From an optimization exercise on the open Yosys and OpenROAD flow, aimed at small area, a short achievable clock period and few clock cycles; shortcuts taken in it are not production practice.
RTL that was checked went through simulation tests only; none was proved equivalent to the original.

==> inputs of run a <==
// fc3_classify
module fc3_classify #(
  parameter int N_IN    = 84,
  parameter int N_OUT   = 10,
  parameter int DW      = 16,
  parameter int WW      = 8,
  parameter int ACC_W   = 32,
  parameter int B_SHIFT = 8,
  parameter int RD_LAT  = 2
) (
  input  logic                  clk,
  input  logic                  rst_n,
  input  logic                  start,
  output logic [6:0]            f7_raddr,
  input  logic [DW-1:0]         f7_rdata,
  output logic [6:0]            w_raddr,
  input  logic [N_OUT*WW-1:0]   w_rdata,
  input  logic [N_OUT*16-1:0]   bias,
  output logic                  busy,
  output logic                  done,
  output logic [3:0]            class_out,
  output logic [ACC_W-1:0]      max_score
);
  localparam int AW = 30;
  logic       run_q;
  logic [6:0] addr_q;
  logic [2:0] vld_q;       
  logic       fl_q, done_q;
  logic [3:0] arg_q;       
  logic [4:0] st;          
  logic       start_acc, fetch, pend, sa;
  logic [N_OUT-1:0] pend_l;
  assign start_acc = start & ~run_q;
  assign fetch     = start_acc | (addr_q != 7'd0);
  ...
make LEC_CHECK=0 CAP_MARGIN=20 CORE_MARGIN=2 CORE_UTILIZATION=40 SETUP_SLACK_MARGIN=5 SLEW_MARGIN=20 finish   # period 10.0 ns
run.sh (not shown) runs the stock make flow with config.mk's settings and CLKGATE_MAP_FILE= SYNTH_SCRIPT=/design/flow/synth_recipe.tcl, a recipe that flattens the netlist after the stock synthesis.
==> inputs of run b, as changes to run a <==
==> flow/flow/run.sh (new file) <==
#!/bin/bash
set -euo pipefail
bash standard.sh SETUP_SLACK_MARGIN=6.8 finish > standard_flow.log 2>&1
==> flow/standard.sh (new file) <==
#!/bin/bash
# synth_recipe.tcl (not shown) runs the flow's synth.tcl, then flattens the netlist and writes it again
# the make line also repeats each setting of config.mk as NAME=value (left out here)
make -C /OpenROAD-flow-scripts/flow DESIGN_CONFIG=/design/flow/config.mk WORK_HOME=/design/flow/orfs CLKGATE_MAP_FILE= SYNTH_SCRIPT=/design/flow/synth_recipe.tcl "${@:-finish}"
removed: flow/run.sh
==> flow_summary.ini <==
[cells_and_area]
inv_count = 896
syn2layout_area_growth_pct = 13.20
comb.multi_input.count = 4441

[critical_path]
r2r_cells = 11
required_ns = 10.41

[status]
status = finished clean

[clock_network]
cts_setup_buffers = 2
Source of the figures above: run a

==> flow_summary.ini <==
[clock_network]
cts_setup_buffers = 453

[cells_and_area]
syn2layout_area_growth_pct = 35.04
inv_count = 898

[floorplanning]
num_rows = 139

[status]
status = finished clean

[critical_path]
r2r_cells = 19

[global_route]
overflow = 0
Source of the figures above: run b

No run of this note included a check of the RTL's function; only the layout flow was run.


==> 02-08 <==
Another version of the RTL of fc3_classify (not shown whole).
==> module fc3_classify, before the edit <==
module fc3_classify #(
  parameter int N_IN    = 84,
  parameter int N_OUT   = 10,
  parameter int DW      = 16,
  parameter int WW      = 8,
  parameter int ACC_W   = 32,
  parameter int B_SHIFT = 8,
  parameter int RD_LAT  = 2
) (
  input  logic                  clk,
  input  logic                  rst_n,
  input  logic                  start,
  output logic [6:0]            f7_raddr,
  input  logic [DW-1:0]         f7_rdata,
  output logic [6:0]            w_raddr,
  input  logic [N_OUT*WW-1:0]   w_rdata,
  input  logic [N_OUT*16-1:0]   bias,
  output logic                  busy,
  output logic                  done,
  output logic [3:0]            class_out,
  output logic [ACC_W-1:0]      max_score
);
  localparam int AW = 30;
  logic       run_q;
  logic [6:0] addr_q;
  logic [2:0] vld_q;       
  logic       done_q;
  logic [4:0] ptr_q;       
  logic [4:0] cmp_q;       
  logic       start_acc, fetch, ready;
  logic [N_OUT-1:0] pend_l;
  logic [4:0] settled;
  assign start_acc = start & ~run_q;
  assign fetch     = start_acc | (addr_q != 7'd0);
  for (genvar t = 0; t < 5; t++) begin : g_settled
    assign settled[t] = ~pend_l[2*t] & ~pend_l[2*t+1];
  end
  assign ready     = |(ptr_q & settled);
  always_ff @(posedge clk or negedge rst_n) begin
    if (!rst_n) begin
      run_q  <= 1'b0;
      addr_q <= '0;
      vld_q  <= '0;
      ptr_q  <= '0;
      cmp_q  <= '0;
      done_q <= 1'b0;
    end else begin
      run_q  <= start_acc | (run_q & ~cmp_q[4]);
      addr_q <= (fetch && addr_q != 7'(N_IN-1)) ? addr_q + 7'd1 : 7'd0;
      vld_q  <= {vld_q[1:0], fetch};
      ptr_q  <= (vld_q[2] & ~vld_q[1]) ? 5'b00001 : (ready ? {ptr_q[3:0], 1'b0} : ptr_q);
      cmp_q  <= ready ? ptr_q : 5'b00000;
      done_q <= cmp_q[4];
    end
  end
  logic [DW-1:0] gx;
  logic [17:0]   gx3, fx3;
  logic [DW-1:0] x_q [2];
  logic [17:0]   x3_q [2];
  assign fx3 = {{2{f7_rdata[DW-1]}}, f7_rdata} + {f7_rdata[DW-1], f7_rdata, 1'b0};
  assign gx  = vld_q[1] ? f7_rdata : '0;
  assign gx3 = vld_q[1] ? fx3 : '0;
  always_ff @(posedge clk) begin
    x_q[0]  <= gx;
    x3_q[0] <= gx3;
    x_q[1]  <= f7_rdata;
    x3_q[1] <= fx3;
  end
  logic [AW-1:0] accn [N_OUT];    
  for (genvar j = 0; j < N_OUT; j++) begin : g_lane
    logic [WW-1:0]   w;
    logic [11:0]     sel_d, sel_q;
    assign w = w_rdata[j*WW +: WW];
    for (genvar i = 0; i < 3; i++) begin : g_dig
      assign sel_d[3*i]   = ~w[2*i+1] &  w[2*i];    
      assign sel_d[3*i+1] =  w[2*i+1] & ~w[2*i];    
      assign sel_d[3*i+2] =  w[2*i+1] &  w[2*i];    
    end
    assign sel_d[9]  = w[6];                        
    assign sel_d[10] = w[7] & ~w[6];                
    assign sel_d[11] = w[7];                        
    if (j < 5) begin : g_gate_neg
      always_ff @(posedge clk) sel_q <= {sel_d[11] & vld_q[1], sel_d[10:0]};
    end else begin : g_gate_all
      always_ff @(posedge clk) sel_q <= sel_d & {12{vld_q[1]}};
    end
    fc3_mac u_mac (
      .clk  (clk),
      .rst_n(rst_n),
      .load (start_acc),
      .v    (vld_q[2]),
      .x    (x_q[j / 5]),
      .x3   (x3_q[j / 5]),
      .sel  (sel_q),
      .bias (bias[j*16 +: 16]),
      .accn (accn[j]),
      .pend (pend_l[j])
    );
  end
  localparam logic [AW-1:0] OFFSET = AW'(84 * 85 * (1 << 17));
  function automatic logic gt(input logic [AW-1:0] bn, input logic [AW-1:0] an);
    gt = {~bn[AW-1], bn[AW-2:0]} < {~an[AW-1], an[AW-2:0]};    
  endfunction
  logic [AW-1:0] ca, cb, ca_q, cb_q, scoren_q;
  logic [3:0]    class_q;
  logic [2:0]    step;
  logic          g_ab, g_a, g_b;
  always_comb begin
    ca = '0;
    cb = '0;
    for (int t = 0; t < 5; t++) begin
      ca = ca | (accn[2*t]   & {AW{ptr_q[t]}});
      cb = cb | (accn[2*t+1] & {AW{ptr_q[t]}});
    end
  end
  always_ff @(posedge clk) begin
    ca_q <= ca + OFFSET;
    cb_q <= cb + OFFSET;
  end
  assign step = {cmp_q[4], cmp_q[2] | cmp_q[3], cmp_q[1] | cmp_q[3]};
  assign g_ab = gt(cb_q, ca_q);
  assign g_a  = cmp_q[0] | gt(ca_q, scoren_q);
  assign g_b  = cmp_q[0] | gt(cb_q, scoren_q);
  always_ff @(posedge clk) begin
    if ((|cmp_q) && (g_ab ? g_b : g_a)) begin
      scoren_q <= g_ab ? cb_q : ca_q;
      class_q  <= {step, g_ab};
    end
  end
  assign f7_raddr  = addr_q;
  assign w_raddr   = addr_q;
  assign busy      = run_q;
  assign done      = done_q;
  assign class_out = class_q;
  assign max_score = ~{{(ACC_W-AW){scoren_q[AW-1]}}, scoren_q};
endmodule
==> flow/config.mk <==
export PLATFORM = sky130hd
export DESIGN_NAME = fc3_classify
export DESIGN_NICKNAME = fc3_classify
export VERILOG_FILES = /design/flow/design.v
export SDC_FILE = /design/flow/constraint.sdc
export NUM_CORES = 4
export LEC_CHECK = 0
export CAP_MARGIN = 20
export CELL_PAD_IN_SITES_DETAIL_PLACEMENT = 1
export CELL_PAD_IN_SITES_GLOBAL_PLACEMENT = 1
export CORE_MARGIN = 2
export CORE_UTILIZATION = 40
export CTS_BUF_LIST = sky130_fd_sc_hd__clkbuf_4 sky130_fd_sc_hd__clkbuf_8
export SETUP_SLACK_MARGIN = 5
export SLEW_MARGIN = 20
==> flow/constraint.sdc <==
create_clock -name core_clock -period 10.0 [get_ports {clk}]
set_input_delay 2.0000 -clock core_clock [delete_from_list [all_inputs] [get_ports {clk}]]
set_output_delay 2.0000 -clock core_clock [all_outputs]
set_load 0.01 [all_outputs]
standard.sh (not shown) runs the stock make flow with config.mk's settings and CLKGATE_MAP_FILE= SYNTH_SCRIPT=/design/flow/synth_recipe.tcl, a recipe that flattens the netlist after the stock synthesis.
==> flow/flow/run.sh <==
#!/bin/bash
set -euo pipefail
bash standard.sh SETUP_SLACK_MARGIN=6.3 finish > standard_flow.log 2>&1
==> inputs of 03-19, as changes to 02-08 <==
--- a/flow/design.v
+++ b/flow/design.v
@@ -26,10 +26,11 @@
   logic [2:0] vld_q;       
   logic       done_q;
   logic [4:0] ptr_q;       
   logic [4:0] cmp_q;       
   logic       start_acc, fetch, ready;
+  logic       load_q;      
   logic [N_OUT-1:0] pend_l;
   logic [4:0] settled;
   assign start_acc = start & ~run_q;
   assign fetch     = start_acc | (addr_q != 7'd0);
   for (genvar t = 0; t < 5; t++) begin : g_settled
@@ -37,17 +38,19 @@
   end
   assign ready     = |(ptr_q & settled);
   always_ff @(posedge clk or negedge rst_n) begin
     if (!rst_n) begin
       run_q  <= 1'b0;
+      load_q <= 1'b0;
       addr_q <= '0;
       vld_q  <= '0;
       ptr_q  <= '0;
       cmp_q  <= '0;
       done_q <= 1'b0;
     end else begin
       run_q  <= start_acc | (run_q & ~cmp_q[4]);
+      load_q <= start_acc;
       addr_q <= (fetch && addr_q != 7'(N_IN-1)) ? addr_q + 7'd1 : 7'd0;
       vld_q  <= {vld_q[1:0], fetch};
       ptr_q  <= (vld_q[2] & ~vld_q[1]) ? 5'b00001 : (ready ? {ptr_q[3:0], 1'b0} : ptr_q);
       cmp_q  <= ready ? ptr_q : 5'b00000;
       done_q <= cmp_q[4];
@@ -85,11 +88,11 @@
       always_ff @(posedge clk) sel_q <= sel_d & {12{vld_q[1]}};
     end
     fc3_mac u_mac (
       .clk  (clk),
       .rst_n(rst_n),
-      .load (start_acc),
+      .load (load_q),
       .v    (vld_q[2]),
       .x    (x_q[j / 5]),
       .x3   (x3_q[j / 5]),
       .sel  (sel_q),
       .bias (bias[j*16 +: 16]),
==> flow/flow/run.sh (replaced) <==
#!/bin/bash
set -euo pipefail
bash standard.sh SETUP_SLACK_MARGIN=6.3 'BUFFER_PORTS_ARGS=-buffer_cell sky130_fd_sc_hd__buf_1' finish > standard_flow.log 2>&1
==> inputs of 11-20, as changes to 02-08 <==
--- a/flow/design.v
+++ b/flow/design.v
@@ -26,10 +26,11 @@
   logic [2:0] vld_q;       
   logic       done_q;
   logic [4:0] ptr_q;       
   logic [4:0] cmp_q;       
   logic       start_acc, fetch, ready;
+  logic       load_q;      
   logic [N_OUT-1:0] pend_l;
   logic [4:0] settled;
   assign start_acc = start & ~run_q;
   assign fetch     = start_acc | (addr_q != 7'd0);
   for (genvar t = 0; t < 5; t++) begin : g_settled
@@ -37,17 +38,19 @@
   end
   assign ready     = |(ptr_q & settled);
   always_ff @(posedge clk or negedge rst_n) begin
     if (!rst_n) begin
       run_q  <= 1'b0;
+      load_q <= 1'b0;
       addr_q <= '0;
       vld_q  <= '0;
       ptr_q  <= '0;
       cmp_q  <= '0;
       done_q <= 1'b0;
     end else begin
       run_q  <= start_acc | (run_q & ~cmp_q[4]);
+      load_q <= start_acc;
       addr_q <= (fetch && addr_q != 7'(N_IN-1)) ? addr_q + 7'd1 : 7'd0;
       vld_q  <= {vld_q[1:0], fetch};
       ptr_q  <= (vld_q[2] & ~vld_q[1]) ? 5'b00001 : (ready ? {ptr_q[3:0], 1'b0} : ptr_q);
       cmp_q  <= ready ? ptr_q : 5'b00000;
       done_q <= cmp_q[4];
@@ -85,11 +88,11 @@
       always_ff @(posedge clk) sel_q <= sel_d & {12{vld_q[1]}};
     end
     fc3_mac u_mac (
       .clk  (clk),
       .rst_n(rst_n),
-      .load (start_acc),
+      .load (load_q),
       .v    (vld_q[2]),
       .x    (x_q[j / 5]),
       .x3   (x3_q[j / 5]),
       .sel  (sel_q),
       .bias (bias[j*16 +: 16]),
==> flow/flow/run.sh (replaced) <==
#!/bin/bash
set -euo pipefail
bash standard.sh SETUP_SLACK_MARGIN=6.3 'BUFFER_PORTS_ARGS=-buffer_cell sky130_fd_sc_hd__buf_1' finish > standard_flow.log 2>&1
--- a/flow/config.mk
+++ b/flow/config.mk
@@ -7,9 +7,8 @@
 export LEC_CHECK = 0
 export CAP_MARGIN = 20
 export CELL_PAD_IN_SITES_DETAIL_PLACEMENT = 1
 export CELL_PAD_IN_SITES_GLOBAL_PLACEMENT = 1
 export CORE_MARGIN = 2
-export CORE_UTILIZATION = 40
-export CTS_BUF_LIST = sky130_fd_sc_hd__clkbuf_4 sky130_fd_sc_hd__clkbuf_8
+export CORE_UTILIZATION = 48
 export SETUP_SLACK_MARGIN = 5
 export SLEW_MARGIN = 20
==> inputs of 03-17, as changes to 02-08 <==
--- a/flow/design.v
+++ b/flow/design.v
@@ -68,10 +68,11 @@
   end
   logic [AW-1:0] accn [N_OUT];    
   for (genvar j = 0; j < N_OUT; j++) begin : g_lane
     logic [WW-1:0]   w;
     logic [11:0]     sel_d, sel_q;
+    logic [AW-1:0]   bias_ext;
     assign w = w_rdata[j*WW +: WW];
     for (genvar i = 0; i < 3; i++) begin : g_dig
       assign sel_d[3*i]   = ~w[2*i+1] &  w[2*i];    
       assign sel_d[3*i+1] =  w[2*i+1] & ~w[2*i];    
       assign sel_d[3*i+2] =  w[2*i+1] &  w[2*i];    
@@ -82,19 +83,20 @@
     if (j < 5) begin : g_gate_neg
       always_ff @(posedge clk) sel_q <= {sel_d[11] & vld_q[1], sel_d[10:0]};
     end else begin : g_gate_all
       always_ff @(posedge clk) sel_q <= sel_d & {12{vld_q[1]}};
     end
+    assign bias_ext = {{(AW-16-B_SHIFT){bias[j*16+15]}}, bias[j*16 +: 16], {B_SHIFT{1'b0}}};
     fc3_mac u_mac (
       .clk  (clk),
       .rst_n(rst_n),
       .load (start_acc),
       .v    (vld_q[2]),
       .x    (x_q[j / 5]),
       .x3   (x3_q[j / 5]),
       .sel  (sel_q),
-      .bias (bias[j*16 +: 16]),
+      .init (bias_ext),
       .accn (accn[j]),
       .pend (pend_l[j])
     );
   end
   localparam logic [AW-1:0] OFFSET = AW'(84 * 85 * (1 << 17));
@@ -140,22 +142,20 @@
   input  logic        load,      
   input  logic        v,         
   input  logic [15:0] x,
   input  logic [17:0] x3,
   input  logic [11:0] sel,
-  input  logic [15:0] bias,
+  input  logic [29:0] init,
   output logic [29:0] accn,     
   output logic        pend       
 );
   logic [29:0] accn_q;
   logic [4:0] cyn_q;
   logic [3:0] tn;
   logic vn;
   assign vn = ~v;
   logic [29:0] ain;    
-  logic [29:0] init;
-  assign init = {{6{bias[15]}}, bias, 8'b0};
   assign ain = load ? ~init : accn_q;
   logic [17:0] x1, x2;    
   assign x1 = {x[15], x[15], x};
   assign x2 = {x[15], x, 1'b0};
   logic [17:0] qn0, qn1, qn2, m3n, e3n;
==> flow/config.mk (replaced) <==
export PLATFORM = sky130hd
export DESIGN_NAME = fc3_classify
export DESIGN_NICKNAME = fc3_classify
export VERILOG_FILES = /design/flow/design.v
export SDC_FILE = /design/flow/constraint.sdc
export NUM_CORES = 4
export LEC_CHECK = 0
export CAP_MARGIN = 20
export CORE_MARGIN = 2
export CORE_UTILIZATION = 40
export SETUP_SLACK_MARGIN = 5
export SLEW_MARGIN = 20
==> qor summary <==
|  | 03-19 | 11-20 | 02-08 | 03-17 |
|---|---|---|---|---|
| Share of cell area taken by muxes after synthesis | 0.904% | 0.904% | 0.617% | 0.617% |
| Count of multi-input gates | 3781 | 3781 | 3765 | 3765 |
| CP peak stage delay | 0.62 ns | 0.64 ns | 0.59 ns | 0.56 ns |
| Proportion of cell area occupied by multi-input gates | 58.0% | 59.0% | 56.7% | 56.5% |
| Area of the multi-input gates | 37000 µm² | 36800 µm² | 37400 µm² | 38000 µm² |
| Pin count of the biggest net entering global routing | 168 | 88 | 75 | 64 |
| Wirelength, routed | 255 mm | 244 mm | 255 mm | 245 mm |
| Clock skew after layout | 0.0512 ns | 0.0305 ns | 0.0588 ns | 0.0200 ns |
| Vias | 49458 | 48897 | 48869 | 49284 |
| Adder-Cell Fraction of Synth Area | 29.1% | 29.1% | 29.2% | 29.2% |
| Sequential cells | 651 | 651 | 650 | 650 |
| Start of the worst register-to-register path | x_q[1][14] | x_q[1][9] | x_q[1][11] | x_q[0][14] |
| Met2 Routed Length | 110 mm | 104 mm | 112 mm | 102 mm |
| Critical Path Fanout Max | 40 | 20 | 6 | 6 |
| Worst Path Buf+Inv | 1 | 2 | 4 | 5 |
| Half-perimeter wire length of the detailed placement result | 172 mm | 167 mm | 170 mm | 156 mm |
| Run status | complete, no violations | complete, no violations | complete, no violations | complete, no violations |
| Starting density of the core | 40.4% | 48.5% | 40.3% | 40.3% |
| Via count of the first global-routing pass | 49513 | 48879 | 49755 | 47176 |
| Layout overhead on the synthesized area | 16.4% | 13.9% | 20.9% | 23.2% |
| Average instance area after synthesis | 9.45 µm² | 9.45 µm² | 9.45 µm² | 9.45 µm² |
| Setup CP Type | reg2reg | reg2reg | in2reg | in2reg |
| Transition time at the pin with the least slew margin | 1.08 ns | 1.18 ns | 1.22 ns | 1.10 ns |
Testbench counts of 02-08, summed over its fixed seeds: cycles 18,062.
Testbench counts of 03-19, summed over its fixed seeds: cycles 18,062.
Testbench counts of 11-20, summed over its fixed seeds: cycles 18,062.
No functional check of the RTL was part of 03-17.

## static timing again, ports no longer ideal
No port has a modelled driver above. Below, the same layouts with a new extraction and two added sets of constraints.
Step 1: set_driving_cell puts a clkbuf_16 on clk and a buf_2 on each other input, an assumption about the parent block.
Step 2, shift: input delay + t, output delay - t, t = (earliest + latest rising clock arrival at the registers) / 2. This alone moves slack from input paths to output paths.
Slacks: ideal ports / drivers / drivers and shift; pairs: ideal ports / drivers.
| run | t, ns | setup WS [ns] | hold slack, ns |
|---|---|---|---|
| run a | 0.770 | 5.104 / 5.104 / 5.104 | 0.349 / 0.349 / 0.349 |
| run b | 0.774 | 5.249 / 5.249 / 5.249 | 0.366 / 0.366 / 0.366 |
| 02-08 | 0.947 | 6.248 / 6.270 / 5.359 | 0.346 / 0.346 / 0.346 |
| 03-19 | 0.963 | 6.178 / 6.178 / 5.756 | 0.354 / 0.354 / 0.354 |
| 11-20 | 0.762 | 6.170 / 6.170 / 5.649 | 0.349 / 0.349 / 0.349 |
| 03-17 | 0.809 | 6.184 / 6.200 / 5.391 | 0.355 / 0.355 / 0.355 |
After both steps every run listed still meets setup and hold. The setup slack of 02-08, which loses most, moves by +0.022 ns with the drivers and by -0.889 ns with both steps.
